Context: an optimization exercise on an open-source flow, tuned for a short achievable clock period and few clock cycles per item. The choices shown serve that exercise and are no tape-out recipe. RTL that was checked went through simulation tests only; none was proved equivalent to the original. Function not checked in runs 2 to 4: the RTL went through the layout flow alone. Power and IR drop assume default switching activity.

### flow/design.v
package iir_df1_biquad_axis_pkg;
    localparam int unsigned acc_guard_bits = 3;
    typedef enum logic [1:0] {
        StIdle,
        StMul,
        StSum,
        StOut
    } state_e;
endpackage
import iir_df1_biquad_axis_pkg::*;
module iir_biquad_sat
#(
    parameter int unsigned acc_width    = 32,
    parameter int unsigned inout_width  = 16,
    parameter int unsigned scale_factor = 14
) (
    input  logic signed [acc_width-1:0]   acc,
    output logic signed [inout_width-1:0] y
);
    localparam int unsigned top = scale_factor + inout_width - 1;
    logic ovf;
    always_comb begin
        ovf = !((&acc[acc_width-1:top]) || !(|acc[acc_width-1:top]));
        if (ovf) begin
            y = {acc[acc_width-1], {(inout_width-1){~acc[acc_width-1]}}};
        end else begin
            y = acc[top:scale_factor];
        end
    end
endmodule
module iir_biquad_csa
#(
    parameter int unsigned w = 32
) (
    input  logic [w-1:0] a,
    input  logic [w-1:0] b,
    input  logic [w-1:0] c,
    output logic [w-1:0] s,
    output logic [w-1:0] co
);
    logic [w-1:0] maj;
    assign s   = a ^ b ^ c;
    assign maj = (a & b) | (a & c) | (b & c);
    assign co  = {maj[w-2:0], 1'b0};
endmodule
module iir_biquad_lut_a1 (
    input  logic [3:0]  b,
    input  logic        c,
    output logic [18:0] p
);
    always_comb begin
        p = '0;
        for (int i = 0; i < 32; i++) begin
            if ({c, b} == 5'(i)) p = 19'(31880 * ((i & 15) + (i >> 4)));
        end
    end
endmodule
module iir_biquad_lut_a2 (
    input  logic [3:0]  b,
    input  logic        c,
    output logic [17:0] p
);
    always_comb begin
        p = '0;
        for (int i = 0; i < 32; i++) begin
            if ({c, b} == 5'(i)) p = 18'(15531 * (16 - (i & 15) - (i >> 4)));
        end
    end
endmodule
module iir_biquad_lut_top
#(
    parameter int k = 31880
) (
    input  logic [1:0]  b,
    input  logic        c,
    output logic [15:0] p
);
    always_comb begin
        p = '0;
        for (int i = 0; i < 8; i++) begin
            if ({c, b} == 3'(i)) p = 16'(k * ((((i & 3) ^ 2) - 2) + (i >> 2)));
        end
    end
endmodule
import iir_df1_biquad_axis_pkg::*;
module iir_df1_biquad_axis
#(
    parameter int unsigned coeff_width  = 16,
    parameter int unsigned inout_width  = 16,
    parameter int unsigned scale_factor = 14,
    parameter int          a1_int_coeff = -31880,
    parameter int          a2_int_coeff = 15531,
    parameter int          bo_int_coeff = 167,
    parameter int          b1_int_coeff = -302,
    parameter int          b2_int_coeff = 167
) (
    input  logic                          clk,
    input  logic                          rst,
    input  logic                          s_axis_tvalid,
    input  logic signed [inout_width-1:0] s_axis_tdata,
    output logic                          m_axis_tready,
    output logic signed [inout_width-1:0] m_axis_tdata,
    output logic                          m_axis_tvalid
);
    localparam int unsigned aw = 32;
    localparam logic [aw-1:0] k_a2   = aw'(0) - aw'(15531 * 16 * 4369);
    localparam logic [aw-1:0] k_pos  = aw'(31880 * 32767);
    localparam logic [aw-1:0] k_neg  = aw'(0) - aw'(31880 * 32768);
    localparam logic [aw-1:0] kg_pos = aw'(0) - aw'(15531 * 32767) - k_a2;
    localparam logic [aw-1:0] kg_neg = aw'(15531 * 32768) - k_a2;
    logic ready_q;
    logic rst_q;     
    logic                          vin;
    logic signed [inout_width-1:0] xin;
    logic signed [inout_width-1:0] xh1, xh2;
    logic                          v1, v2, v3, v4, v5;
    logic signed [16:0]            a1;    
    logic signed [15:0]            b1;    
    logic [25:0]                   fs, fc;    
    logic [aw-1:0]                 f3k;   
    logic [aw-1:0]                 gs, gc;
    logic [17:0]                   lb;
    logic                          lc1, lc2, lc3, lc4;
    logic                          c14;
    logic [17:0]                   y18;         
    logic signed [6:0]             u;           
    logic                          d1f, d1e, d2f, d2e, lo_f, lo_p, lo_c;
    logic                          u_a8, u_b10, u_e7, u_em9, u_pos, u_e31;
    logic                          y1s;         
    logic                          y1p, y1n;    
    logic signed [15:0]            y1;          
    logic signed [15:0]            y2;          
    logic signed [inout_width-1:0] yo;
    logic                          vo;
    always_comb begin
        y18 = lb + 18'(c14) + (18'(lc1) << 4) + (18'(lc2) << 8) + (18'(lc3) << 12)
            + (18'(lc4) << 16);
        u    = 7'(signed'(lb[17:16])) * 7'sd16 + 7'(lc4) * 7'sd16 + 7'(lb[15:12]) + 7'(lc3);
        d1f  = (&lb[7:4]) & lc1;
        d1e  = ((&lb[7:4]) & ~lc1) | ((lb[7:4] == 4'd14) & lc1);
        d2f  = (&lb[11:8]) & lc2;
        d2e  = ((&lb[11:8]) & ~lc2) | ((lb[11:8] == 4'd14) & lc2);
        lo_f = d2f | (d2e & d1f);
        lo_p = d2e & d1e & (&lb[3:0]);
        lo_c = lo_f | (lo_p & c14);
        u_a8  = u >= 7'sd8;
        u_b10 = u <= -7'sd10;
        u_e7  = u == 7'sd7;
        u_em9 = u == -7'sd9;
        u_pos = (u >= 7'sd7) & (u <= 7'sd30);
        u_e31 = u == 7'sd31;
        y1s   = u_a8 | u_b10 | (lo_c ? u_e7 : u_em9);
        y1p   = y1s & (u_pos | (u_e31 & ~lo_c));
        y1n   = y1s & ~(u_pos | (u_e31 & ~lo_c));
        if (y1p) begin
            y1 = 16'sh7fff;
        end else if (y1n) begin
            y1 = 16'sh8000;
        end else begin
            y1 = y18[15:0];
        end
    end
    logic [25:0] f_op [9];
    logic [25:0] f_s1, f_c1, f_s2, f_c2, f_s3, f_c3, f_s4, f_c4, f_s5, f_c5;
    logic [25:0] f_s6, f_c6, f_s7, f_c7;
    logic [25:0] ax, bx;
    logic [aw-1:0] fk_s, fk_c;
    always_comb begin
        ax      = 26'(a1);
        bx      = 26'(b1);
        f_op[0] = ax << 7;
        f_op[1] = ax << 5;
        f_op[2] = ax << 3;
        f_op[3] = ~ax;
        f_op[4] = ~(bx << 8);
        f_op[5] = ~(bx << 6);
        f_op[6] = bx << 4;
        f_op[7] = bx << 1;
        f_op[8] = 26'd3;
    end
    iir_biquad_csa #(.w(26)) u_f1 (.a(f_op[0]), .b(f_op[1]), .c(f_op[2]), .s(f_s1), .co(f_c1));
    iir_biquad_csa #(.w(26)) u_f2 (.a(f_op[3]), .b(f_op[4]), .c(f_op[5]), .s(f_s2), .co(f_c2));
    iir_biquad_csa #(.w(26)) u_f3 (.a(f_op[6]), .b(f_op[7]), .c(f_op[8]), .s(f_s3), .co(f_c3));
    iir_biquad_csa #(.w(26)) u_f4 (.a(f_s1), .b(f_c1), .c(f_s2), .s(f_s4), .co(f_c4));
    iir_biquad_csa #(.w(26)) u_f5 (.a(f_c2), .b(f_s3), .c(f_c3), .s(f_s5), .co(f_c5));
    iir_biquad_csa #(.w(26)) u_f6 (.a(f_s4), .b(f_c4), .c(f_s5), .s(f_s6), .co(f_c6));
    iir_biquad_csa #(.w(26)) u_f7 (.a(f_s6), .b(f_c6), .c(f_c5), .s(f_s7), .co(f_c7));
    logic [25:0] fsum;
    assign fsum = fs + fc;
    logic [17:0]   gd_b;
    logic          gd_c0, gd_c1, gd_c2, gd_c3, gd_c4;
    logic [17:0]   q0, q1, q2, q3;
    logic [15:0]   q4;
    logic [aw-1:0] g_op [6];
    logic [aw-1:0] g_s1, g_c1, g_s2, g_c2, g_s3, g_c3, g_s4, g_c4;
    logic          use_galt;
    always_comb begin
        if (v4) begin
            gd_b  = lb;
            gd_c0 = c14;
            gd_c1 = lc1;
            gd_c2 = lc2;
            gd_c3 = lc3;
            gd_c4 = lc4;
        end else begin
            gd_b  = 18'(y2);
            gd_c0 = 1'b0;
            gd_c1 = 1'b0;
            gd_c2 = 1'b0;
            gd_c3 = 1'b0;
            gd_c4 = 1'b0;
        end
        use_galt = v4 & y1s;
    end
    iir_biquad_lut_a2 u_q0 (.b(gd_b[3:0]),   .c(gd_c0), .p(q0));
    iir_biquad_lut_a2 u_q1 (.b(gd_b[7:4]),   .c(gd_c1), .p(q1));
    iir_biquad_lut_a2 u_q2 (.b(gd_b[11:8]),  .c(gd_c2), .p(q2));
    iir_biquad_lut_a2 u_q3 (.b(gd_b[15:12]), .c(gd_c3), .p(q3));
    iir_biquad_lut_top #(.k(-15531)) u_q4 (.b(gd_b[17:16]), .c(gd_c4), .p(q4));
    always_comb begin
        g_op[0] = aw'(q0);
        g_op[1] = aw'(q1) << 4;
        g_op[2] = aw'(q2) << 8;
        g_op[3] = aw'(q3) << 12;
        g_op[4] = aw'(q4) << 16;
        g_op[5] = f3k;
    end
    iir_biquad_csa #(.w(aw)) u_g1 (.a(g_op[0]), .b(g_op[1]), .c(g_op[2]), .s(g_s1), .co(g_c1));
    iir_biquad_csa #(.w(aw)) u_g2 (.a(g_op[3]), .b(g_op[4]), .c(g_op[5]), .s(g_s2), .co(g_c2));
    iir_biquad_csa #(.w(aw)) u_g3 (.a(g_s1), .b(g_c1), .c(g_s2), .s(g_s3), .co(g_c3));
    iir_biquad_csa #(.w(aw)) u_g4 (.a(g_s3), .b(g_c3), .c(g_c2), .s(g_s4), .co(g_c4));
    logic [18:0]   r0, r1, r2, r3;
    logic [15:0]   r4;
    logic [aw-1:0] l_op [4];
    logic [aw-1:0] l_s1, l_c1, l_s2, l_c2, l_s3, l_c3, l_s4, l_c4;
    logic [aw-1:0] satp_s, satp_c, satn_s, satn_c, alt_s, alt_c, t_s, t_c;
    logic          use_tree;
    iir_biquad_lut_a1 u_r0 (.b(lb[3:0]),   .c(1'b0), .p(r0));
    iir_biquad_lut_a1 u_r1 (.b(lb[7:4]),   .c(lc1),  .p(r1));
    iir_biquad_lut_a1 u_r2 (.b(lb[11:8]),  .c(lc2),  .p(r2));
    iir_biquad_lut_a1 u_r3 (.b(lb[15:12]), .c(lc3),  .p(r3));
    iir_biquad_lut_top #(.k(31880)) u_r4 (.b(lb[17:16]), .c(lc4), .p(r4));
    always_comb begin
        l_op[0] = aw'(r0) | (aw'(r4) << 16);
        l_op[1] = aw'(r1) << 4;
        l_op[2] = aw'(r2) << 8;
        l_op[3] = (aw'(r3) << 12) | (c14 ? aw'(31880) : aw'(0));
    end
    iir_biquad_csa #(.w(aw)) u_l1 (.a(l_op[0]), .b(l_op[1]), .c(l_op[2]), .s(l_s1), .co(l_c1));
    iir_biquad_csa #(.w(aw)) u_l2 (.a(l_op[3]), .b(gs), .c(gc), .s(l_s2), .co(l_c2));
    iir_biquad_csa #(.w(aw)) u_l3 (.a(l_s1), .b(l_c1), .c(l_s2), .s(l_s3), .co(l_c3));
    iir_biquad_csa #(.w(aw)) u_l4 (.a(l_s3), .b(l_c3), .c(l_c2), .s(l_s4), .co(l_c4));
    iir_biquad_csa #(.w(aw)) u_kp (.a(gs), .b(gc), .c(k_pos), .s(satp_s), .co(satp_c));
    iir_biquad_csa #(.w(aw)) u_kn (.a(gs), .b(gc), .c(k_neg), .s(satn_s), .co(satn_c));
    always_comb begin
        use_tree = v4 & ~y1s;
        if (v4) begin
            alt_s = y1p ? satp_s : satn_s;
            alt_c = y1p ? satp_c : satn_c;
        end else if (rst_q) begin
            alt_s = '0;
            alt_c = '0;
        end else begin
            alt_s = {lb, 14'b0};
            alt_c = {1'b0, lc4, 3'b0, lc3, 3'b0, lc2, 3'b0, lc1, 3'b0, c14, 14'b0};
        end
        t_s = use_tree ? l_s4 : alt_s;
        t_c = use_tree ? l_c4 : alt_c;
    end
    logic [4:0] n0, n1, n2, n3;
    logic [2:0] n4;
    logic [14:0] nl;
    assign n0 = {1'b0, t_s[17:14]} + {1'b0, t_c[17:14]};
    assign n1 = {1'b0, t_s[21:18]} + {1'b0, t_c[21:18]};
    assign n2 = {1'b0, t_s[25:22]} + {1'b0, t_c[25:22]};
    assign n3 = {1'b0, t_s[29:26]} + {1'b0, t_c[29:26]};
    assign n4 = {1'b0, t_s[31:30]} + {1'b0, t_c[31:30]};
    assign nl = {1'b0, t_s[13:0]} + {1'b0, t_c[13:0]};
    always_ff @(posedge clk) begin
        ready_q <= ready_q | rst;
        rst_q   <= rst;
        vin <= s_axis_tvalid & ready_q & ~rst;
        xin <= s_axis_tdata;
        a1   <= 17'(xin) + 17'(xh2);
        b1   <= xh1;
        fs   <= f_s7;
        fc   <= f_c7;
        f3k  <= aw'(signed'(fsum)) + k_a2;
        gs   <= use_galt ? f3k : g_s4;
        gc   <= use_galt ? (y1p ? kg_pos : kg_neg) : g_c4;
        yo   <= y1;
        lb  <= {n4[1:0], n3[3:0], n2[3:0], n1[3:0], n0[3:0]};
        lc1 <= n0[4];
        lc2 <= n1[4];
        lc3 <= n2[4];
        lc4 <= n3[4];
        c14 <= nl[14];
        if (rst_q) begin
            xh1 <= '0;
            xh2 <= '0;
            y2  <= '0;
        end else begin
            if (vin) begin
                xh1 <= xin;
                xh2 <= xh1;
            end
            if (v4) begin
                y2 <= y1;
            end
        end
        if (rst) begin
            v1 <= 1'b0;
            v2 <= 1'b0;
            v3 <= 1'b0;
            v4 <= 1'b0;
            v5 <= 1'b0;
            vo <= 1'b0;
        end else begin
            v1 <= vin;
            v2 <= v1;
            v3 <= v2;
            v4 <= v3;
            v5 <= v4;
            vo <= v5;
        end
    end
    assign m_axis_tready = ready_q;
    assign m_axis_tdata  = yo;
    assign m_axis_tvalid = vo;
endmodule
### flow/run.sh
#!/bin/bash
# synth_recipe.tcl (not shown) runs the flow's synth.tcl, then flattens the netlist and writes it again
# the make line also repeats each setting of config.mk as NAME=value (left out here)
make -C /OpenROAD-flow-scripts/flow DESIGN_CONFIG=/design/flow/config.mk WORK_HOME=/design/flow/orfs CLKGATE_MAP_FILE= SYNTH_SCRIPT=/design/flow/synth_recipe.tcl finish
### flow/config.mk
export PLATFORM = sky130hd
export DESIGN_NAME = iir_df1_biquad_axis
export DESIGN_NICKNAME = iir_df1_biquad_axis
export VERILOG_FILES = /design/flow/design.v
export SDC_FILE = /design/flow/constraint.sdc
export NUM_CORES = 4
export LEC_CHECK = 0
export ABC_CLOCK_PERIOD_IN_PS = 2500
export CAP_MARGIN = 20
export CORE_MARGIN = 2
export CORE_UTILIZATION = 40
export PLACE_DENSITY = 0.5
export SETUP_SLACK_MARGIN = 4.5
export SLEW_MARGIN = 20
### flow/constraint.sdc
create_clock -name core_clock -period 7.0 [get_ports {clk}]
set_input_delay 1.4000 -clock core_clock [delete_from_list [all_inputs] [get_ports {clk}]]
set_output_delay 1.4000 -clock core_clock [all_outputs]
set_load 0.01 [all_outputs]
==> results of run 1 <==
==> cells in the final DEF, fill, tap and decap left out, drive strengths merged, types with 6 or more instances in the layout <==
cell type,netlist,routed
nand3,27,28
xor2,40,40
fa,245,245
a221oi,6,6
nand2b,19,19
nor2b,31,31
dfxtp,289,289
o21ai,130,130
nor2,272,272
a21o,49,50
inv,361,361
a21oi,162,162
ha,229,229
mux2i,40,40
o31ai,12,12
and3,13,13
clkinv,2,7
or2,8,8
a21boi,6,6
nor3,30,30
mux2,4,7
nand2,248,249
xnor2,99,99
o22ai,8,8
o21a,9,9
o211ai,9,9
a31oi,14,14
a211oi,43,43
and2,23,23
clkdlybuf4s50,0,18
clkbuf,84,61
clkinvlp,0,6
buf,26,382
==> path summary, 6_finish.rpt <==
check               from     end  slack [ns]  cells after the start
setup / recovery  lb[12]     c14        3.32                     18
hold / removal     fs[0]  f3k[0]        0.32                      0
setup reg to reg  lb[12]     c14        3.32                     18
hold reg to reg    fs[0]  f3k[0]        0.32                      0
==> power by group through the flow <==
stage	logic (mW)	registers, mW	clock network [mW]
floorplan	4.26	2.38	0
global placement	5.29	2.55	0
detailed placement	5.39	2.55	0
CTS	6.54	2.49	2.15
global route	8.18	2.54	2.21
finish	7.28	2.50	2.08
==> metal layers <==
layer	global-route usage	vias to the layer above	wire [µm]
met5	0	-	18
met4	0.107	2	3660
met3	0.0244	173	2990
met2	0.384	533	34400
met1	0.282	9471	29300
li1	-	9239	-
==> sequential cells by signal, indices dropped and copies added, names as in the netlist, 16 cells and up <==
register,count
gc,31
xh2,16
fc,24
xin,16
yo,16
lb,18
a1,17
b1,16
y2,16
fs,26
gs,32
xh1,16
f3k,31
==> what timing repair did <==
| action | in CTS | in global routing |
|---|---|---|
| resized for setup | 576 | 275 |
| setup endpoints to repair | 192 | 170 |
| gates cloned | 13 | 13 |
| setup buffers | 235 | 111 |
| pin swaps | 189 | 200 |
==> final cells by class <==
| class | instances | area [µm²] | area share |
|---|---|---|---|
| repair buffers | 411 | 4190 | 0.129 |
| flip-flops and latches | 289 | 5950 | 0.183 |
| clock buffers | 52 | 1070 | 0.0330 |
| repair inverters | 1 | 8.76 | 0.000269 |
| well taps | 765 | 957 | 0.0294 |
| multi-input cells | 1859 | 18700 | 0.574 |
| inverters | 363 | 1440 | 0.0442 |
| clock inverters | 15 | 254 | 0.00781 |
==> worst max-delay path, cell delays in order (launching register included) <==
cell,delay (ns)
dfxtp_4,0.39
ha_4,0.18
ha_4,0.17
xor2_1,0.14
and3_4,0.16
and3_4,0.20
a21oi_4,0.25
mux2i_4,0.30
buf_12,0.15
buf_6,0.10
nand2_2,0.05
a21oi_2,0.11
ha_1,0.25
a21o_1,0.16
a21o_1,0.16
a221oi_2,0.26
o21ai_1,0.12
a2111oi_2,0.31
o21ai_1,0.08
==> through the flow <==
step	utilization	instance area [µm²]	hold slack [ns]
5_1_grt	0.565	32500	0.337
2_1_floorplan	-	24400	0.310
6_report	0.565	32500	0.323
3_5_place_dp	0.433	24900	0.313
3_3_place_gp	0.433	24900	0.318
4_1_cts	0.525	30200	0.323
==> cell families after synthesis <==
kind of cell / count (synthesis) / share of synthesized area
adders and majority gates: 475 / 0.335
AOI/OAI and AO/OA: 505 / 0.139
xor gates and xnor gates: 139 / 0.0528
muxes: 44 / 0.0192
and+or+nand+nor: 690 / 0.128
buffers and inverters: 473 / 0.0771
DFF: 289 / 0.249
==> flow_summary.ini, run 1 <==
[status]
status = finished clean

[floorplan]
initial_core_util = 0.403
io_pins = 37
die_x_um = 245
dieHeight_um = 245
die_area_um2 = 60000
core_area_um2 = 57600
rows = 88

[placed_design]
port_buffers = 36
gp_congestion = 0.839
pre_cts_ws_ns = 2.32
placedCellCount = 3316
dp_hpwl_um = 46400

[clocking]
clockBufferDepth = 3
holdBufCountCts = 0
clkTransAtPathRegs_ns = 0.07
htree_num_levels = 2
cts_buffers = 38
insertion_delay_ns = 0.58
cts_tree = built
cts_sinks = 289
cts_root_buf = clkbuf_16

[pwr]
swShare = 0.417
p_int_mw = 6.91
leakage_nw = 14.8
power.switching_mw = 4.94
power_mw = 11.9
ir_drop_mv = 0.207
power_density_nw_per_um2 = 364
pwr-share-seq = 0.211
power_frac_clock = 0.175
combPwrFrac = 0.614

[worst_setup_path]
crit_fanout = 7
crit_type = reg2reg
cp.required_ns = 7.45
start_kind = flop
end_kind = flop
arrival_ns = 4.13

[timing]
hold_violations = 0
maxSlewViolCount = 0
rsz0062_at_grt = yes
relSlewSlack = 0.323
setup_tns_ns = 0
final.period_utilization = 0.526
fin_crit_ns = 3.68
fmax_mhz = 271
tightest_slew_ns = 1.02
skew_ns = 0.0237
fin_ws_ns = 3.32
setup_viol = 0

[routing]
drtAntennaViolNets = 0
viasPerCell = 5.17
num_vias = 19400
post-route-drc-count = 0
wl_um = 70400
drtIter0Drc = 808
dr.pass1.iters = 5
wl_per_cell_um = 18.7

[yosys]
ys_seq_area_frac = 0.249
yosysMostFrequentCell = inv_1
ys_warn_count = 11
synth_ff_type = dfxtp_1
synth_common_cells = inv_1 (360), dfxtp_1 (289), nor2_1 (272)
synth-seq-cells = 289
synth-async-reset-ratio = 0
ys_top_cells_by_area = dfxtp_1 (25%), fa_1 (21%), ha_1 (12%)
synth_nets = 3108
synth_top_area_frac = 0.249
syn_area_per_cell_um2 = 8.88
synth_cells = 2615
syn-cell-area_um2 = 23200
yosysTopAreaCell = dfxtp_1
synth_edf_count = 0
synth_cell_types = 79

[hold_path]
hold_path_class = reg2reg

[final_layout]
antenna_cells = 0
fin_cells = 3755
fillers = 4985
drive_gt1_frac = 0.359
fin_nets = 3456
syn_to_final_growth_pct = 40.2

[global_route]
grt_usage = 0.224
grt_antenna_before_repair = 1
grt_pass1_vias = 19500
gr-total-overflow = 0
grt_pass1_wl_um = 105000
grt_max_degree = 70

[job]
maxCapViolCount = 0
Testbench counts, summed over its fixed seeds: cycles 24,056, items 24,000.
==> run 2, diff against run 1 <==
--- a/flow/design.v
+++ b/flow/design.v
@@ -82,6 +82,31 @@
         end
     end
 endmodule
+module iir_biquad_g (
+    input  logic [17:0] b,
+    input  logic        c0,
+    input  logic        c1,
+    input  logic        c2,
+    input  logic        c3,
+    input  logic        c4,
+    input  logic [31:0] fk,
+    output logic [31:0] s,
+    output logic [31:0] co
+);
+    logic [17:0] q0, q1, q2, q3;
+    logic [15:0] q4;
+    logic [31:0] s1, k1, s2, k2, s3, k3;
+    iir_biquad_lut_a2 u_q0 (.b(b[3:0]),   .c(c0), .p(q0));
+    iir_biquad_lut_a2 u_q1 (.b(b[7:4]),   .c(c1), .p(q1));
+    iir_biquad_lut_a2 u_q2 (.b(b[11:8]),  .c(c2), .p(q2));
+    iir_biquad_lut_a2 u_q3 (.b(b[15:12]), .c(c3), .p(q3));
+    iir_biquad_lut_top #(.k(-15531)) u_q4 (.b(b[17:16]), .c(c4), .p(q4));
+    iir_biquad_csa #(.w(32)) u_1 (.a(32'(q0)), .b(32'(q1) << 4), .c(32'(q2) << 8),
+                                  .s(s1), .co(k1));
+    iir_biquad_csa #(.w(32)) u_2 (.a(32'(q3) << 12), .b(32'(q4) << 16), .c(fk), .s(s2), .co(k2));
+    iir_biquad_csa #(.w(32)) u_3 (.a(s1), .b(k1), .c(s2), .s(s3), .co(k3));
+    iir_biquad_csa #(.w(32)) u_4 (.a(s3), .b(k3), .c(k2), .s(s), .co(co));
+endmodule
 import iir_df1_biquad_axis_pkg::*;
 module iir_df1_biquad_axis
 #(
@@ -187,48 +212,16 @@
     iir_biquad_csa #(.w(26)) u_f7 (.a(f_s6), .b(f_c6), .c(f_c5), .s(f_s7), .co(f_c7));
     logic [25:0] fsum;
     assign fsum = fs + fc;
-    logic [17:0]   gd_b;
-    logic          gd_c0, gd_c1, gd_c2, gd_c3, gd_c4;
-    logic [17:0]   q0, q1, q2, q3;
-    logic [15:0]   q4;
-    logic [aw-1:0] g_op [6];
-    logic [aw-1:0] g_s1, g_c1, g_s2, g_c2, g_s3, g_c3, g_s4, g_c4;
+    logic [aw-1:0] ga_s, ga_c, gb_s, gb_c;
     logic          use_galt;
-    always_comb begin
-        if (v4) begin
-            gd_b  = lb;
-            gd_c0 = c14;
-            gd_c1 = lc1;
-            gd_c2 = lc2;
-            gd_c3 = lc3;
-            gd_c4 = lc4;
-        end else begin
-            gd_b  = 18'(y2);
-            gd_c0 = 1'b0;
-            gd_c1 = 1'b0;
-            gd_c2 = 1'b0;
-            gd_c3 = 1'b0;
-            gd_c4 = 1'b0;
-        end
-        use_galt = v4 & y1s;
-    end
-    iir_biquad_lut_a2 u_q0 (.b(gd_b[3:0]),   .c(gd_c0), .p(q0));
-    iir_biquad_lut_a2 u_q1 (.b(gd_b[7:4]),   .c(gd_c1), .p(q1));
-    iir_biquad_lut_a2 u_q2 (.b(gd_b[11:8]),  .c(gd_c2), .p(q2));
-    iir_biquad_lut_a2 u_q3 (.b(gd_b[15:12]), .c(gd_c3), .p(q3));
-    iir_biquad_lut_top #(.k(-15531)) u_q4 (.b(gd_b[17:16]), .c(gd_c4), .p(q4));
-    always_comb begin
-        g_op[0] = aw'(q0);
-        g_op[1] = aw'(q1) << 4;
-        g_op[2] = aw'(q2) << 8;
-        g_op[3] = aw'(q3) << 12;
-        g_op[4] = aw'(q4) << 16;
-        g_op[5] = f3k;
-    end
-    iir_biquad_csa #(.w(aw)) u_g1 (.a(g_op[0]), .b(g_op[1]), .c(g_op[2]), .s(g_s1), .co(g_c1));
-    iir_biquad_csa #(.w(aw)) u_g2 (.a(g_op[3]), .b(g_op[4]), .c(g_op[5]), .s(g_s2), .co(g_c2));
-    iir_biquad_csa #(.w(aw)) u_g3 (.a(g_s1), .b(g_c1), .c(g_s2), .s(g_s3), .co(g_c3));
-    iir_biquad_csa #(.w(aw)) u_g4 (.a(g_s3), .b(g_c3), .c(g_c2), .s(g_s4), .co(g_c4));
+    iir_biquad_g u_ga (
+        .b(lb), .c0(c14), .c1(lc1), .c2(lc2), .c3(lc3), .c4(lc4), .fk(f3k), .s(ga_s), .co(ga_c)
+    );
+    iir_biquad_g u_gb (
+        .b(18'(y2)), .c0(1'b0), .c1(1'b0), .c2(1'b0), .c3(1'b0), .c4(1'b0), .fk(f3k),
+        .s(gb_s), .co(gb_c)
+    );
+    assign use_galt = v4 & y1s;
     logic [18:0]   r0, r1, r2, r3;
     logic [15:0]   r4;
     logic [aw-1:0] l_op [4];
@@ -286,8 +279,8 @@
         fs   <= f_s7;
         fc   <= f_c7;
         f3k  <= aw'(signed'(fsum)) + k_a2;
-        gs   <= use_galt ? f3k : g_s4;
-        gc   <= use_galt ? (y1p ? kg_pos : kg_neg) : g_c4;
+        gs   <= use_galt ? f3k : (v4 ? ga_s : gb_s);
+        gc   <= use_galt ? (y1p ? kg_pos : kg_neg) : (v4 ? ga_c : gb_c);
         yo   <= y1;
         lb  <= {n4[1:0], n3[3:0], n2[3:0], n1[3:0], n0[3:0]};
         lc1 <= n0[4];
--- a/flow/config.mk
+++ b/flow/config.mk
@@ -9,6 +9,5 @@
 export CAP_MARGIN = 20
 export CORE_MARGIN = 2
 export CORE_UTILIZATION = 40
-export PLACE_DENSITY = 0.5
 export SETUP_SLACK_MARGIN = 4.5
 export SLEW_MARGIN = 20
==> flow_summary.ini, run 2 <==
[yosys]
syn-cell-area_um2 = 26200
synth_edf_count = 0
yosysMostFrequentCell = inv_1
synth-seq-cells = 289
ys_top_cells_by_area = fa_1 (23%), dfxtp_1 (22%), ha_1 (13%)
ys_seq_area_frac = 0.220
syn_area_per_cell_um2 = 8.72
ys_warn_count = 9
synth_common_cells = inv_1 (445), fa_1 (296), dfxtp_1 (289)
synth_ff_type = dfxtp_1
synth-async-reset-ratio = 0
synth_cell_types = 78
yosysTopAreaCell = fa_1
synth_top_area_frac = 0.226
synth_nets = 3593
synth_cells = 3008

[final_layout]
regArea_um2 = 5960
drive_gt1_frac = 0.310
regMostFlops = gs
fin_nets = 3841
fillers = 5571
syn_to_final_growth_pct = 33.8
reg_top3 = gs: 32 flops, f3k: 31 flops, gc: 31 flops
mostFrequentLayoutCells = inv_1 (392), nor2_1 (252), ha_1 (239)
final_common_cell = inv_1
largest_reg_flops = 32
fin_cells = 4139
design_area_um2 = 35100
antenna_cells = 0
multiInputGateArea_um2 = 21100

[pwr]
leakage_nw = 15.5
ir_drop_mv = 0.304
power_frac_clock = 0.134
p_int_mw = 8.10
combPwrFrac = 0.693
pwr-share-seq = 0.173
power.switching_mw = 6.77
swShare = 0.455
power_density_nw_per_um2 = 424

[hold_path]
holdPathStages = 0
hold_path_class = reg2reg
hp-start = fs[0]
min_to = f3k[0]

[floorplan]
initial_core_util = 0.406
die_x_um = 260
io_pins = 37
dieHeight_um = 260
rows = 93
core_area_um2 = 64700
die_area_um2 = 67700

[clocking]
cts_root_buf = clkbuf_16
htree_num_levels = 2
clockBufferDepth = 3
cts_buffers = 38
cts_sinks = 289
insertion_delay_ns = 0.59
clkTransAtPathRegs_ns = 0.06
cts_tree = built

[timing]
final.period_utilization = 0.540
setup_tns_ns = 0
setup_viol = 0
maxSlewViolCount = 0
skew_ns = 0.0179
tightest_slew_ns = 0.975
fin_crit_ns = 3.78
rsz0062_at_grt = yes
relSlewSlack = 0.350
hold_violations = 0
fmax_mhz = 264

[routing]
dr.pass1.iters = 6
drtIter0Drc = 1703
viasPerCell = 5.43
wl_um = 84700
drtAntennaViolNets = 0
post-route-drc-count = 0
num_vias = 22500
wl_per_cell_um = 20.5

[worst_setup_path]
ff2ff_path_depth = 15
rrSetupSlack_ns = 3.22
start_kind = flop
end_kind = flop
cp.required_ns = 7.52
crit_fanout = 5
r2r-start = lb[13]
r2r-end = lc2
arrival_ns = 4.30
crit_type = reg2reg

[global_route]
grt_pass1_vias = 22400
grt_pass1_wl_um = 127000
grt_antenna_before_repair = 1
grt_max_degree = 73
gr-total-overflow = 0
grt_usage = 0.242

[placed_design]
placedCellCount = 3753
placed_area_um2 = 27800
gp_congestion = 0.951
dp_hpwl_um = 54700
port_buffers = 36

[job]
maxCapViolCount = 0

[status]
status = finished clean
## run 2: layout make-up
cell class	count	share of cell area
inverter	447	0.0489
multi-input combinational	2111	0.601
tap	855	0.0305
clock buffer	53	0.0310
sequential	289	0.170
timing repair buffer	369	0.114
clock inverter	15	0.00517
## run 2: worst max-delay path: stages (launching register included)
cell and delay (ns):
dfxtp_4 0.38, buf_12 0.14, buf_4 0.13, and3_4 0.16
o21ai_2 0.32, fa_1 0.52, fa_1 0.56, inv_1 0.05
fa_1 0.47, a21oi_1 0.06, o21ai_1 0.18, inv_1 0.10
fa_2 0.40, nor2b_1 0.12, o21ai_1 0.06, nand2b_1 0.07
## run 2: cell families after synthesis
group                      count (synthesis)  synth area share
xor gates and xnor gates                 156            0.0523
adders and majority gates                568             0.355
DFF                                      289             0.220
muxes                                     61            0.0235
AOI/OAI and AO/OA                        596             0.141
and+or+nand+nor                          723             0.119
buffers and inverters                    615            0.0881
## run 2: per-layer routing
| metal | part of all wire | vias to the layer above | track usage |
|---|---|---|---|
| li1 | - | 10300 | - |
| met1 | 0.39 | 10900 | 0.294 |
| met2 | 0.48 | 912 | 0.412 |
| met3 | 0.064 | 314 | 0.0344 |
| met4 | 0.069 | 0 | 0.130 |
| met5 | 0 | - | 0 |
## run 2: power groups by stage
stage / clock [mW] / sequential (mW) / combinational [mW]
floorplan: 0 / 2.42 / 5.48
global placement: 0 / 2.62 / 7.00
detailed placement: 0 / 2.63 / 7.15
CTS: 2.03 / 2.57 / 8.79
global route: 2.10 / 2.62 / 11.3
finish: 1.99 / 2.58 / 10.3
## run 2: worst max-delay path by stage
stage / start / slack (ns) / cells past startpoint / end
after floorplan: lc2 / 3.36 / 16 / lb[9]
after global placement: lc1 / 2.44 / 17 / c14
after detailed placement: lc1 / 2.36 / 17 / c14
after CTS: lb[11] / 3.24 / 13 / lb[1]
after global routing: lb[13] / 3.11 / 15 / lc2
final: lb[13] / 3.22 / 15 / lc2
## run 2: stage by stage
step	power, mW	hold slack [ns]	utilization	setup slack [ns]
2_1_floorplan	7.90	0.310	-	3.36
3_3_place_gp	9.62	0.314	0.430	2.44
3_5_place_dp	9.78	0.316	0.430	2.36
4_1_cts	13.4	0.330	0.511	3.24
5_1_grt	16.0	0.337	0.543	3.11
6_report	14.9	0.324	0.543	3.22
## run 2: repair_timing
item	4_1_cts	5_1_grt
resized for setup	594	304
hold buffers	0	0
endpoints found under the setup margin	195	172
gates cloned	21	4
pin swaps	155	213
buffers inserted	204	89
==> run 3, diff against run 2 <==
--- a/flow/design.v
+++ b/flow/design.v
@@ -107,6 +107,22 @@
     iir_biquad_csa #(.w(32)) u_3 (.a(s1), .b(k1), .c(s2), .s(s3), .co(k3));
     iir_biquad_csa #(.w(32)) u_4 (.a(s3), .b(k3), .c(k2), .s(s), .co(co));
 endmodule
+module iir_biquad_digits (
+    input  logic [31:0] s,
+    input  logic [31:0] c,
+    output logic [22:0] d
+);
+    logic [4:0]  n0, n1, n2, n3;
+    logic [2:0]  n4;
+    logic [14:0] nl;
+    assign n0 = {1'b0, s[17:14]} + {1'b0, c[17:14]};
+    assign n1 = {1'b0, s[21:18]} + {1'b0, c[21:18]};
+    assign n2 = {1'b0, s[25:22]} + {1'b0, c[25:22]};
+    assign n3 = {1'b0, s[29:26]} + {1'b0, c[29:26]};
+    assign n4 = {1'b0, s[31:30]} + {1'b0, c[31:30]};
+    assign nl = {1'b0, s[13:0]} + {1'b0, c[13:0]};
+    assign d  = {n4[1:0], n3[3:0], n2[3:0], n1[3:0], n0[3:0], n3[4], n2[4], n1[4], n0[4], nl[14]};
+endmodule
 import iir_df1_biquad_axis_pkg::*;
 module iir_df1_biquad_axis
 #(
@@ -226,7 +242,7 @@
     logic [15:0]   r4;
     logic [aw-1:0] l_op [4];
     logic [aw-1:0] l_s1, l_c1, l_s2, l_c2, l_s3, l_c3, l_s4, l_c4;
-    logic [aw-1:0] satp_s, satp_c, satn_s, satn_c, alt_s, alt_c, t_s, t_c;
+    logic [aw-1:0] satp_s, satp_c, satn_s, satn_c;
     logic          use_tree;
     iir_biquad_lut_a1 u_r0 (.b(lb[3:0]),   .c(1'b0), .p(r0));
     iir_biquad_lut_a1 u_r1 (.b(lb[7:4]),   .c(lc1),  .p(r1));
@@ -243,32 +259,26 @@
     iir_biquad_csa #(.w(aw)) u_l2 (.a(l_op[3]), .b(gs), .c(gc), .s(l_s2), .co(l_c2));
     iir_biquad_csa #(.w(aw)) u_l3 (.a(l_s1), .b(l_c1), .c(l_s2), .s(l_s3), .co(l_c3));
     iir_biquad_csa #(.w(aw)) u_l4 (.a(l_s3), .b(l_c3), .c(l_c2), .s(l_s4), .co(l_c4));
+    logic [22:0] st_tree, st_sat, st_next;
+    iir_biquad_digits u_dt (.s(l_s4), .c(l_c4), .d(st_tree));
     iir_biquad_csa #(.w(aw)) u_kp (.a(gs), .b(gc), .c(k_pos), .s(satp_s), .co(satp_c));
     iir_biquad_csa #(.w(aw)) u_kn (.a(gs), .b(gc), .c(k_neg), .s(satn_s), .co(satn_c));
+    logic [22:0] st_satp, st_satn;
+    iir_biquad_digits u_dp (.s(satp_s), .c(satp_c), .d(st_satp));
+    iir_biquad_digits u_dn (.s(satn_s), .c(satn_c), .d(st_satn));
+    assign st_sat = y1p ? st_satp : st_satn;
     always_comb begin
         use_tree = v4 & ~y1s;
-        if (v4) begin
-            alt_s = y1p ? satp_s : satn_s;
-            alt_c = y1p ? satp_c : satn_c;
+        if (use_tree) begin
+            st_next = st_tree;
+        end else if (v4) begin
+            st_next = st_sat;
         end else if (rst_q) begin
-            alt_s = '0;
-            alt_c = '0;
+            st_next = '0;
         end else begin
-            alt_s = {lb, 14'b0};
-            alt_c = {1'b0, lc4, 3'b0, lc3, 3'b0, lc2, 3'b0, lc1, 3'b0, c14, 14'b0};
+            st_next = {lb, lc4, lc3, lc2, lc1, c14};
         end
-        t_s = use_tree ? l_s4 : alt_s;
-        t_c = use_tree ? l_c4 : alt_c;
     end
-    logic [4:0] n0, n1, n2, n3;
-    logic [2:0] n4;
-    logic [14:0] nl;
-    assign n0 = {1'b0, t_s[17:14]} + {1'b0, t_c[17:14]};
-    assign n1 = {1'b0, t_s[21:18]} + {1'b0, t_c[21:18]};
-    assign n2 = {1'b0, t_s[25:22]} + {1'b0, t_c[25:22]};
-    assign n3 = {1'b0, t_s[29:26]} + {1'b0, t_c[29:26]};
-    assign n4 = {1'b0, t_s[31:30]} + {1'b0, t_c[31:30]};
-    assign nl = {1'b0, t_s[13:0]} + {1'b0, t_c[13:0]};
     always_ff @(posedge clk) begin
         ready_q <= ready_q | rst;
         rst_q   <= rst;
@@ -282,12 +292,7 @@
         gs   <= use_galt ? f3k : (v4 ? ga_s : gb_s);
         gc   <= use_galt ? (y1p ? kg_pos : kg_neg) : (v4 ? ga_c : gb_c);
         yo   <= y1;
-        lb  <= {n4[1:0], n3[3:0], n2[3:0], n1[3:0], n0[3:0]};
-        lc1 <= n0[4];
-        lc2 <= n1[4];
-        lc3 <= n2[4];
-        lc4 <= n3[4];
-        c14 <= nl[14];
+        {lb, lc4, lc3, lc2, lc1, c14} <= st_next;
         if (rst_q) begin
             xh1 <= '0;
             xh2 <= '0;
==> flow_summary.ini, run 3 <==
[placed_design]
pre_cts_ws_ns = 2.48
dp_hpwl_um = 52100
gp_congestion = 0.906
placedCellCount = 3848
port_buffers = 36

[clocking]
clkTransAtPathRegs_ns = 0.06
holdBufCountCts = 0
cts_buffers = 38
cts_sinks = 289
clockBufferDepth = 3
htree_num_levels = 2
cts_root_buf = clkbuf_16
insertion_delay_ns = 0.59
cts_tree = built

[worst_setup_path]
start_kind = flop
crit_type = reg2reg
crit_fanout = 4
arrival_ns = 4.45
end_kind = flop
ff2ff_path_depth = 16
cp.required_ns = 7.42

[final_layout]
largest_reg_flops = 32
final_common_cell = inv_1
reg_top3 = gs: 32 flops, f3k: 31 flops, gc: 31 flops
mostFrequentLayoutCells = inv_1 (466), ha_1 (274), fa_1 (245)
regMostFlops = gs
fin_cells = 4231
drive_gt1_frac = 0.306
syn_to_final_growth_pct = 33.0
fin_nets = 3967
antenna_cells = 0

[timing]
final.period_utilization = 0.576
setup_tns_ns = 0
skew_ns = 0.0155
maxSlewViolCount = 0
fin_ws_ns = 2.97
relSlewSlack = 0.181
fmax_mhz = 248
hold_violations = 0
setup_viol = 0
tightest_slew_ns = 1.23
finalHoldWorstSlack_ns = 0.328
rsz0062_at_grt = yes
fin_crit_ns = 4.03

[pwr]
power_frac_clock = 0.119
power.switching_mw = 7.34
pwr-share-seq = 0.160
ir_drop_mv = 0.288
power_density_nw_per_um2 = 444
combPwrFrac = 0.721
swShare = 0.451
leakage_nw = 16.4
p_int_mw = 8.91
power_mw = 16.2

[hold_path]
hold_path_class = reg2reg
holdPathStages = 0

[floorplan]
io_pins = 37
die_x_um = 266
rows = 96
initial_core_util = 0.402
core_area_um2 = 68300
dieHeight_um = 266
die_area_um2 = 70900

[routing]
drtIter0Drc = 1839
wl_per_cell_um = 19.2
viasPerCell = 5.35
wl_um = 81400
post-route-drc-count = 0
num_vias = 22700
dr.pass1.iters = 6
drtAntennaViolNets = 0

[yosys]
synth-seq-cells = 289
synth_ff_type = dfxtp_1
synth_common_cells = inv_1 (517), ha_1 (320), fa_1 (304)
ys_warn_count = 9
ys_top_cells_by_area = fa_1 (22%), dfxtp_1 (19%), ha_1 (15%)
syn-cell-area_um2 = 27500
synth_cells = 3062
synth-async-reset-ratio = 0
synth_nets = 3705
syn_area_per_cell_um2 = 8.98
yosysTopAreaCell = fa_1
yosysMostFrequentCell = inv_1
synth_edf_count = 23
synth_cell_types = 94
ys_seq_area_frac = 0.219
synth_top_area_frac = 0.221

[status]
status = finished clean

[job]
maxCapViolCount = 0

[global_route]
grt_antenna_before_repair = 1
grt_max_degree = 99
grt_pass1_vias = 22300
grt_usage = 0.221
grt_pass1_wl_um = 123000
gr-total-overflow = 0
==> run 3: cell families (layout without fill, tap and decap cells) <==
family | count (synthesis) | count (layout) | share of synthesized area
multiplexers | 68 | 73 | 0.0251
adder cells (fa/ha/maj) | 625 | 625 | 0.367
AND/OR/NAND/NOR | 656 | 661 | 0.107
flip-flops | 289 | 289 | 0.219
AO/OA/AOI/OAI | 597 | 597 | 0.140
XOR/XNOR | 155 | 155 | 0.0494
buffers and inverters | 672 | 949 | 0.0921
==> run 3: layout make-up <==
cell class / count / area (µm²)
clock buffers: 52 / 1050
clock inverters: 13 / 166
fillers: 5791 / 31800
inverters: 522 / 2020
multi-input cells: 2111 / 22300
flip-flops and latches: 289 / 6120
well taps: 882 / 1100
repair buffers: 361 / 3810
repair inverters: 1 / 5.00
==> run 3: metrics by stage <==
step | util | area (µm²)
4_1_cts | 0.508 | 34700
3_3_place_gp | 0.430 | 29400
6_report | 0.535 | 36600
2_1_floorplan | - | 28800
5_1_grt | 0.535 | 36600
3_5_place_dp | 0.430 | 29400
==> run 3: layer usage <==
metal,vias to the layer above,wire [µm],global-route usage
met1,10900,34200,0.291
met3,281,5510,0.0347
met2,904,37700,0.367
li1,10600,-,-
met5,-,0,0
met4,0,4000,0.0826
==> run 3: worst max-delay path: stages, from the launching register on <==
cell and delay (ns):
edfxtp_1 0.47, buf_4 0.18, buf_6 0.11, and2_4 0.16, a21oi_4 0.16, xnor2_2 0.14, fa_1 0.46, fa_1 0.53
inv_2 0.05, fa_2 0.56, ha_4 0.14, inv_2 0.04, fa_2 0.37, nor2b_2 0.11, o21a_1 0.13, o21ai_1 0.07
a21oi_1 0.17
==> run 3: repair_timing <==
action | 4_1_cts | 5_1_grt
setup buffers | 210 | 80
pin swaps | 182 | 181
resized for setup | 579 | 275
setup endpoints to repair | 187 | 170
cloned | 26 | 2
==> run 3: final timing paths <==
check / start / slack (ns) / end
setup reg to reg: lc2 / 2.97 / lc2
setup / recovery: lc2 / 2.97 / lc2
hold reg to reg: fs[1] / 0.33 / f3k[1]
hold / removal: fs[1] / 0.33 / f3k[1]
==> run 3: power groups by stage <==
stage | Sequential (mW) | Combinational (mW) | Clock, mW
floorplan | 2.44 | 7.83 | 0
global route | 2.65 | 13.2 | 2.04
detailed placement | 2.62 | 9.65 | 0
global placement | 2.62 | 9.51 | 0
finish | 2.61 | 11.7 | 1.93
CTS | 2.57 | 10.8 | 1.97
==> run 4, diff against run 3 <==
--- a/flow/design.v
+++ b/flow/design.v
@@ -267,6 +267,12 @@
     iir_biquad_digits u_dp (.s(satp_s), .c(satp_c), .d(st_satp));
     iir_biquad_digits u_dn (.s(satn_s), .c(satn_c), .d(st_satn));
     assign st_sat = y1p ? st_satp : st_satn;
+    logic [22:0] st_hold;
+    iir_biquad_digits u_dh (
+        .s({lb, 14'b0}),
+        .c({1'b0, lc4, 3'b0, lc3, 3'b0, lc2, 3'b0, lc1, 3'b0, c14, 14'b0}),
+        .d(st_hold)
+    );
     always_comb begin
         use_tree = v4 & ~y1s;
         if (use_tree) begin
@@ -276,7 +282,7 @@
         end else if (rst_q) begin
             st_next = '0;
         end else begin
-            st_next = {lb, lc4, lc3, lc2, lc1, c14};
+            st_next = st_hold;
         end
     end
     always_ff @(posedge clk) begin
==> flow_summary.ini, run 4 <==
[status]
status = finished clean

[timing]
setup_tns_ns = 0
relSlewSlack = 0.213
skew_ns = 0.0488
setup_viol = 0
maxSlewViolCount = 0
hold_violations = 0
tightest_slew_ns = 1.18
fin_crit_ns = 3.79
fmax_mhz = 264
rsz0062_at_grt = yes
final.period_utilization = 0.541

[yosys]
syn_area_per_cell_um2 = 8.85
yosys.area_share.simple = 0.109
synth_ff_type = dfxtp_1
synthXorXnorAreaFrac = 0.0550
synth-async-reset-ratio = 0
synth_edf_count = 0
synth_cell_types = 83
yosysMostFrequentCell = inv_1
synth_common_cells = inv_1 (529), ha_1 (323), fa_1 (304)
synth_top_area_frac = 0.222
synthAdderAreaFrac = 0.371
synth_mux_area_frac = 0.0196
synth-seq-cells = 289
synth_top_family_by_area = adder cells
ys_seq_area_frac = 0.211
ys_top_cells_by_area = fa_1 (22%), dfxtp_1 (21%), ha_1 (15%)
yosysTopAreaCell = fa_1
synth_nets = 3739
syn-cell-area_um2 = 27400
synth_compound_area_frac = 0.139
ys_warn_count = 9
synth_cells = 3093

[floorplan]
io_pins = 37
core_area_um2 = 67500
die_x_um = 266
die_area_um2 = 70500
rows = 95
dieHeight_um = 266
initial_core_util = 0.405

[clocking]
clockBufferDepth = 3
cts_sinks = 289
cts_tree = built
htree_num_levels = 2
insertion_delay_ns = 0.61
clkTransAtPathRegs_ns = 0.07
cts_root_buf = clkbuf_16
cts_buffers = 39
holdBufCountCts = 0

[routing]
wl_um = 87600
drtAntennaViolNets = 0
drtIter0Drc = 1904
viasPerCell = 5.42
post-route-drc-count = 0
num_vias = 23300
wl_per_cell_um = 20.3
dr.pass1.iters = 6

[placed_design]
dp_hpwl_um = 56400
gp_congestion = 0.926
placed_area_um2 = 29100
port_buffers = 36

[global_route]
grt_max_degree = 100
grt_pass1_vias = 23100
grt_antenna_before_repair = 0
gr-total-overflow = 0
grt_pass1_wl_um = 131000
grt_usage = 0.239

[pwr]
power_mw = 18.0
power_density_nw_per_um2 = 487
ir_drop_mv = 0.318
leakage_nw = 16.8

[final_layout]
syn_to_final_growth_pct = 35.2
mostFrequentLayoutCells = inv_1 (462), ha_1 (269), fa_1 (240)
design_area_um2 = 37000
largest_reg_flops = 32
final_common_cell = inv_1
drive_gt1_frac = 0.324
regMostFlops = gs
antenna_cells = 0
fin_nets = 4047
reg_top3 = gs: 32 flops, f3k: 31 flops, gc: 31 flops

[job]
maxCapViolCount = 0

[worst_setup_path]
crit_type = reg2reg
start_kind = flop
end_kind = flop
crit_fanout = 4
arrival_ns = 4.23
cp.required_ns = 7.44

[hold_path]
hold_path_class = reg2reg
[run 4: cell count changes in the layout (fill, tap and decap cells not counted), sizes merged, moves of 22 or more]
| cell | delta |
|---|---|
| buf | +50 |
| dfxtp | +23 |
| edfxtp | -23 |
| o21ai | +33 |
| a211oi | -22 |
[run 4: worst max-delay path: stages, from the launching register on]
cell and delay (ns):
dfxtp_4 0.39, buf_8 0.14, nor2_4 0.17, buf_6 0.16, a21oi_2 0.06, fa_1 0.48
inv_1 0.05, fa_1 0.52, fa_1 0.44, ha_1 0.28, a21o_1 0.17, a21oi_2 0.15
xor2_1 0.17, nand2_1 0.09, o211ai_1 0.14, o21ai_0 0.19
[run 4: logic make-up after synthesis]
| kind of cell | count (synthesis) |
|---|---|
| xor+xnor | 172 |
| mux | 52 |
| compound gates | 598 |
| fa+ha+maj | 630 |
| flops | 289 |
| simple gates | 670 |
| buf+inv | 682 |
[run 4: through the flow]
| step | instances | hold slack [ns] | util | setup WS (ns) |
|---|---|---|---|---|
| global route | 4305 | 0.340 | 0.548 | 3.10 |
| finish | 4305 | 0.327 | 0.548 | 3.21 |
| CTS | 4221 | 0.332 | 0.520 | 3.32 |
| global placement | 3864 | 0.312 | 0.431 | 2.55 |
| detailed placement | 3864 | 0.319 | 0.431 | 2.50 |
| floorplan | 3093 | 0.310 | - | 3.32 |
[run 4: power by group]
group          switching, mW  total, mW  internal [mW]
sequential             0.475       2.66           2.19
combinational           7.07       13.3           6.23
clock                  0.874       2.07           1.19
[run 4: metal layers]
layer / GRT usage / vias to the layer above / part of all wire
met3: 0.0337 / 315 / 0.070
li1: - / 10700 / -
met4: 0.0894 / 0 / 0.053
met2: 0.411 / 989 / 0.48
met1: 0.305 / 11300 / 0.40
met5: 0 / - / 0
[run 4: timing repair]
action / CTS / global route
pin swaps: 229 / 170
setup buffers: 268 / 80
endpoints found under the setup margin: 198 / 184
gates cloned: 17 / 4
gates resized for setup: 680 / 250
[run 4: worst paths after layout]
path | from | end | slack, ns | depth (start not counted)
max reg2reg | lb[12] | lb[15] | 3.21 | 15
min reg2reg | fs[1] | f3k[1] | 0.33 | 0
max | lb[12] | lb[15] | 3.21 | 15
min | fs[1] | f3k[1] | 0.33 | 0
[run 4: final cells by class]
class / instances / area [µm²]
repair buffers: 415 / 4440
flip-flops and latches: 289 / 6000
repair inverters: 1 / 7.51
inverters: 532 / 2070
multi-input cells: 2123 / 22100
fillers: 5660 / 30500
clock buffers: 46 / 1030
clock inverters: 26 / 289
well taps: 873 / 1090

-- separate check: timing with driven ports --
How much do the figures lean on ideal ports? The routed layouts below were timed once more, with nothing changed but the port constraints.
Step 1 (the two cells are an assumption about what drives the block):
set clk [get_ports {clk}]
set_driving_cell -lib_cell sky130_fd_sc_hd__clkbuf_16 $clk
set_driving_cell -lib_cell sky130_fd_sc_hd__buf_2 [delete_from_list [all_inputs] $clk]
Step 2 also shifts input and output timing later by t, the mid clock arrival at the registers, as if the neighbouring blocks saw the same clock.
Three values: ideal, step 1, step 2; two values: the first two.
| run | shift t [ns] | setup WS [ns] | worst setup path at the end | slew at the worst register clock pin (ns) | worst slew at a driven data input, ns |
|---|---|---|---|---|---|
| run 1 | 0.625 | 3.315 / 3.315 / 3.315 | register to register | 0.07 / 0.07 | 0.03 |
| run 2 | 0.636 | 3.217 / 3.217 / 3.217 | register to register | 0.06 / 0.06 | 0.05 |
| run 3 | 0.641 | 2.966 / 2.966 / 2.966 | register to register | 0.06 / 0.06 | 0.03 |
| run 4 | 0.646 | 3.211 / 3.211 / 3.211 | register to register | 0.07 / 0.07 | 0.04 |
After both steps every run listed still meets setup and hold.
